This is an optimization exercise on Yosys and OpenROAD, whose aim is small area, a short achievable clock period and few clock cycles per item, not a production implementation.

the baseline:
==> flow/design.v (excerpt) <==
module aes_dec_top
(
    input  logic        clk,
    input  logic        reset,
    input  logic [11:0] paddr,
    input  logic        psel,
    input  logic        penable,
    input  logic        pwrite,
    input  logic [31:0] pwdata,
    output logic [31:0] prdata,
    output logic        pready,
    output logic        pslverr
);
    logic         key_we;
    logic [5:0]   key_addr;
    logic [31:0]  key_wdata;
    logic         start;
    logic         fin;
    logic [127:0] ciphertext;
    logic [127:0] plaintext;
    logic [127:0] round_key;
    logic [127:0] last_key;
    logic [31:0]  wdata_z;
    logic [9:0]   round_sel;
    aes_dec_regs i_aes_dec_regs (
        .clk        (clk),
        .reset      (reset),
        .paddr      (paddr),
        .psel       (psel),
        .penable    (penable),
        .pwrite     (pwrite),
        .pwdata     (pwdata),
        .prdata     (prdata),
        .pready     (pready),
        .pslverr    (pslverr),
        .fin        (fin),
        .plaintext  (plaintext),
        .key_we     (key_we),
        .key_addr   (key_addr),
        .key_wdata  (key_wdata),
        .start      (start),
        .wdata_z    (wdata_z),
        .ciphertext (ciphertext)
    );
    aes_round_key_store i_aes_round_key_store (
        .clk       (clk),
        .key_we    (key_we),
        .key_addr  (key_addr),
        .key_wdata (key_wdata),
        .wdata_z   (wdata_z),
        .round_sel (round_sel),
        .round_key (round_key),
        .last_key  (last_key)
    );
    aes_dec_engine i_aes_dec_engine (
        .clk        (clk),
        .reset      (reset),
        .start      (start),
        .ciphertext (ciphertext),
        .last_key   (last_key),
        .round_key  (round_key),
        .round_sel  (round_sel),
        .fin        (fin),
        .plaintext  (plaintext)
    );
endmodule
For scale: ~1900 flip-flops, roughly 93000 µm² of cells after synthesis.
==> module aes_round_key_store, before the edit <==
module aes_round_key_store
(
    input  logic         clk,
    input  logic         key_we,
    input  logic [5:0]   key_addr,
    input  logic [31:0]  key_wdata,
    input  logic [31:0]  wdata_z,      
    input  logic [9:0]   round_sel,    
    output logic [127:0] round_key,    
    output logic [127:0] last_key      
);
    logic [31:0] mem [44];
    logic [31:0] wdata_g;
    logic [31:0] c63;
    logic [31:0] kc;
    aes_g_word i_g (
        .i (key_wdata),
        .o (wdata_g)
    );
    aes_kc_word i_kc (
        .o (kc)
    );
    aes_c63_word i_c63 (
        .o (c63)
    );
    always_ff @(posedge clk)
    begin
        for (int i = 0; i < 44; i++)
        begin
            if (key_we && (key_addr == 6'(i)))
            begin
                if (i >= 40)
                begin
                    mem[i] <= wdata_z ^ c63;
                end
                else
                begin
                    mem[i] <= (i >= 4) ? (wdata_g ^ kc) : wdata_g;
                end
            end
        end
    end
    assign last_key = {mem[40], mem[41], mem[42], mem[43]};
    always_comb
    begin
        round_key = '0;
        for (int r = 0; r < 10; r++)
        begin
            if (round_sel[r])
            begin
                round_key = round_key | {mem[4 * r], mem[4 * r + 1], mem[4 * r + 2], mem[4 * r + 3]};
            end
        end
    end
endmodule
==> module aes_dec_regs, before the edit <==
module aes_dec_regs
(
    input  logic         clk,
    input  logic         reset,
    input  logic [11:0]  paddr,
    input  logic         psel,
    input  logic         penable,
    input  logic         pwrite,
    input  logic [31:0]  pwdata,
    output logic [31:0]  prdata,
    output logic         pready,
    output logic         pslverr,
    input  logic         fin,         
    input  logic [127:0] plaintext,   
    output logic         key_we,
    output logic [5:0]   key_addr,
    output logic [31:0]  key_wdata,
    output logic         start,
    output logic [31:0]  wdata_z,     
    output logic [127:0] ciphertext   
);
    logic        busy;
    logic        done;
    logic        busy_n;
    logic        done_n;
    logic        key_hit;
    logic        din_hit;
    logic        ctrl_hit;
    logic        stat_hit;
    logic        dout_hit;
    logic        err_n;
    logic [31:0] rd_n;
    logic [31:0] prdata_q;
    logic        err_q;
    logic        wr_q;       
    logic        key_q;
    logic        din_q;
    logic        ctrl_q;
    logic [5:0]  widx_q;
    logic        we;
    logic [31:0] ct_word;
    logic [31:0] pt_word;
    logic [31:0] ct_std;
    logic [31:0] pt_std;
    assign busy_n = busy && !fin;
    assign done_n = done || fin;
    assign key_hit  = (paddr < 12'h0b0);
    assign din_hit  = (paddr[11:4] == 8'h10);
    assign ctrl_hit = (paddr[11:2] == 10'h044);
    assign stat_hit = (paddr[11:2] == 10'h045);
    assign dout_hit = (paddr[11:4] == 8'h12);
    assign err_n = !(key_hit || din_hit || ctrl_hit || stat_hit || dout_hit)
                   || (pwrite && busy_n && (key_hit || din_hit || ctrl_hit))
                   || (pwrite && (stat_hit || dout_hit));
    assign ct_word = ciphertext[127 - 32 * paddr[3:2] -: 32];
    assign pt_word = plaintext[127 - 32 * paddr[3:2] -: 32];
    aes_mt_word i_ct_back (
        .i (ct_word),
        .o (ct_std)
    );
    aes_tinv_word i_pt_back (
        .i (pt_word),
        .o (pt_std)
    );
    aes_tmi_word i_wdata_z (
        .i (pwdata),
        .o (wdata_z)
    );
    always_comb
    begin
        rd_n = '0;  
        if (stat_hit)
        begin
            rd_n = {30'd0, done_n, busy_n};
        end
        else if (din_hit)
        begin
            rd_n = ct_std;
        end
        else if (dout_hit)
        begin
            rd_n = pt_std;
        end
    end
    always_ff @(posedge clk)
    begin
        prdata_q <= rd_n;
        err_q    <= err_n;
        wr_q     <= psel && !penable && pwrite && !err_n;
        key_q    <= key_hit;
        din_q    <= din_hit;
        ctrl_q   <= ctrl_hit;
        widx_q   <= paddr[7:2];
    end
    assign prdata  = prdata_q;
    assign pslverr = err_q;
    assign pready  = 1'b1;  
    assign we        = wr_q;  
    assign key_we    = we && key_q;
    assign key_addr  = widx_q;
    assign key_wdata = pwdata;
    assign start     = we && ctrl_q && pwdata[0];
    always_ff @(posedge clk)
    begin
        for (int w = 0; w < 4; w++)
        begin
            if (we && din_q && (widx_q[1:0] == 2'(w)))
            begin
                ciphertext[127 - 32 * w -: 32] <= wdata_z;
            end
        end
    end
    always_ff @(posedge clk)
    begin
        if (reset)
        begin
            busy <= 1'b0;
            done <= 1'b0;
        end
        else if (start)
        begin
            busy <= 1'b1;
            done <= 1'b0;
        end
        else if (fin)
        begin
            busy <= 1'b0;
            done <= 1'b1;
        end
    end
endmodule
export LEC_CHECK = 0
export CAP_MARGIN = 20
export CORE_MARGIN = 2
export CORE_UTILIZATION = 40
export CTS_CLUSTER_DIAMETER = 100
export CTS_CLUSTER_SIZE = 25
export SLEW_MARGIN = 20
export TNS_END_PERCENT = 5
create_clock -name core_clock -period 10.0 [get_ports {clk}]
standard.sh (not shown) runs the stock make flow with config.mk's settings and CLKGATE_MAP_FILE= SYNTH_SCRIPT=/design/flow/synth_recipe.tcl, a recipe that flattens the netlist after the stock synthesis.
==> flow/flow/run.sh <==
#!/bin/bash
# The standard layout (standard.sh, its synthesis unchanged) with two changes to how the layout
# is made: the port buffers are buf_2 cells, and timing repair works until the setup slack reaches
# SETUP_SLACK_MARGIN, well above zero at the 10 ns clock. The tools' output goes to standard.log.
set -euo pipefail
export SETUP_SLACK_MARGIN=7.0
export BUFFER_PORTS_ARGS="-buffer_cell sky130_fd_sc_hd__buf_2"
bash standard.sh > standard.log 2>&1
#### Input delta (the candidate over the baseline)
-- flow/design.v --
<<< the baseline, line 614
    logic [31:0] c63;
    logic [31:0] kc;
    aes_g_word i_g (
        .i (key_wdata),
        .o (wdata_g)
    );
>>> the candidate, line 614
    logic [31:0] c63;
    logic [31:0] kc;
    logic        pend_q;
    logic [5:0]  pend_addr_q;
    logic [31:0] pend_data_q;
    aes_g_word i_g (
        .i (pend_data_q),
        .o (wdata_g)
    );
<<< the baseline, line 626
    always_ff @(posedge clk)
    begin
        for (int i = 0; i < 44; i++)
        begin
            if (key_we && (key_addr == 6'(i)))
            begin
                if (i >= 40)
                begin
                    mem[i] <= wdata_z ^ c63;
                end
                else
                begin
                    mem[i] <= (i >= 4) ? (wdata_g ^ kc) : wdata_g;
                end
            end
        end
>>> the candidate, line 629
    always_ff @(posedge clk)
    begin
        pend_q      <= key_we && (key_addr < 6'd40);
        pend_addr_q <= key_addr;
        pend_data_q <= key_wdata;
    end
    always_ff @(posedge clk)
    begin
        for (int i = 0; i < 44; i++)
        begin
            if (i >= 40)
            begin
                if (key_we && (key_addr == 6'(i)))
                begin
                    mem[i] <= wdata_z ^ c63;
                end
            end
            else if (pend_q && (pend_addr_q == 6'(i)))
            begin
                mem[i] <= (i >= 4) ? (wdata_g ^ kc) : wdata_g;
            end
        end
<<< the baseline, line 760
    always_ff @(posedge clk)
    begin
        for (int w = 0; w < 4; w++)
        begin
            if (we && din_q && (widx_q[1:0] == 2'(w)))
            begin
                ciphertext[127 - 32 * w -: 32] <= wdata_z;
            end
        end
    end
>>> the candidate, line 769
    always_ff @(posedge clk)
    begin
        if (we && din_q)
        begin
            ciphertext[127 - 32 * widx_q[1:0] -: 32] <= wdata_z;
        end
    end
~same via density per instance in the baseline and the candidate. Summary — non-clock buffer total of the final layout, the candidate relative to the baseline: lower, by 54. The candidate ended up with dfxtp_1 as its cell type of the slowest stage on the worst timing path; the baseline ended up with xnor2_2. Diff the baseline and the candidate: gate count after technology mapping lower in the baseline. The candidate vs the baseline — average wire length per cell after detail routing climbed slightly. Summary: die area, the candidate worse than the baseline.
Function was not checked in any run of this note: the RTL went through the layout flow alone.

re-timing with driven ports:
How much do the figures lean on ideal ports? The routed layouts below were timed once more, with nothing changed but the port constraints. Step 1: set_driving_cell puts a clkbuf_16 on clk and a buf_2 on each other input, an assumption about the parent block. Step 2 also shifts input and output timing later by t, the mid clock arrival at the registers, as if the neighbouring blocks saw the same clock. a / b / c = ideal / step 1 / step 2; a / b = the first two.
| run | shift t [ns] | setup WS [ns] | worst hold slack (ns) | latest minus earliest clock arrival (ns) |
|---|---|---|---|---|
| the baseline | 0.885 | 6.599 / 6.561 / 5.769 | 0.499 / 0.499 / 0.499 | 0.055 / 0.055 |
| the candidate | 0.877 | 6.598 / 6.598 / 5.825 | 0.500 / 0.500 / 0.500 | 0.060 / 0.060 |
After both steps every run listed still meets setup and hold. For the baseline, which loses most, drivers alone change the setup slack by -0.038 ns; drivers and shift together by -0.830 ns.
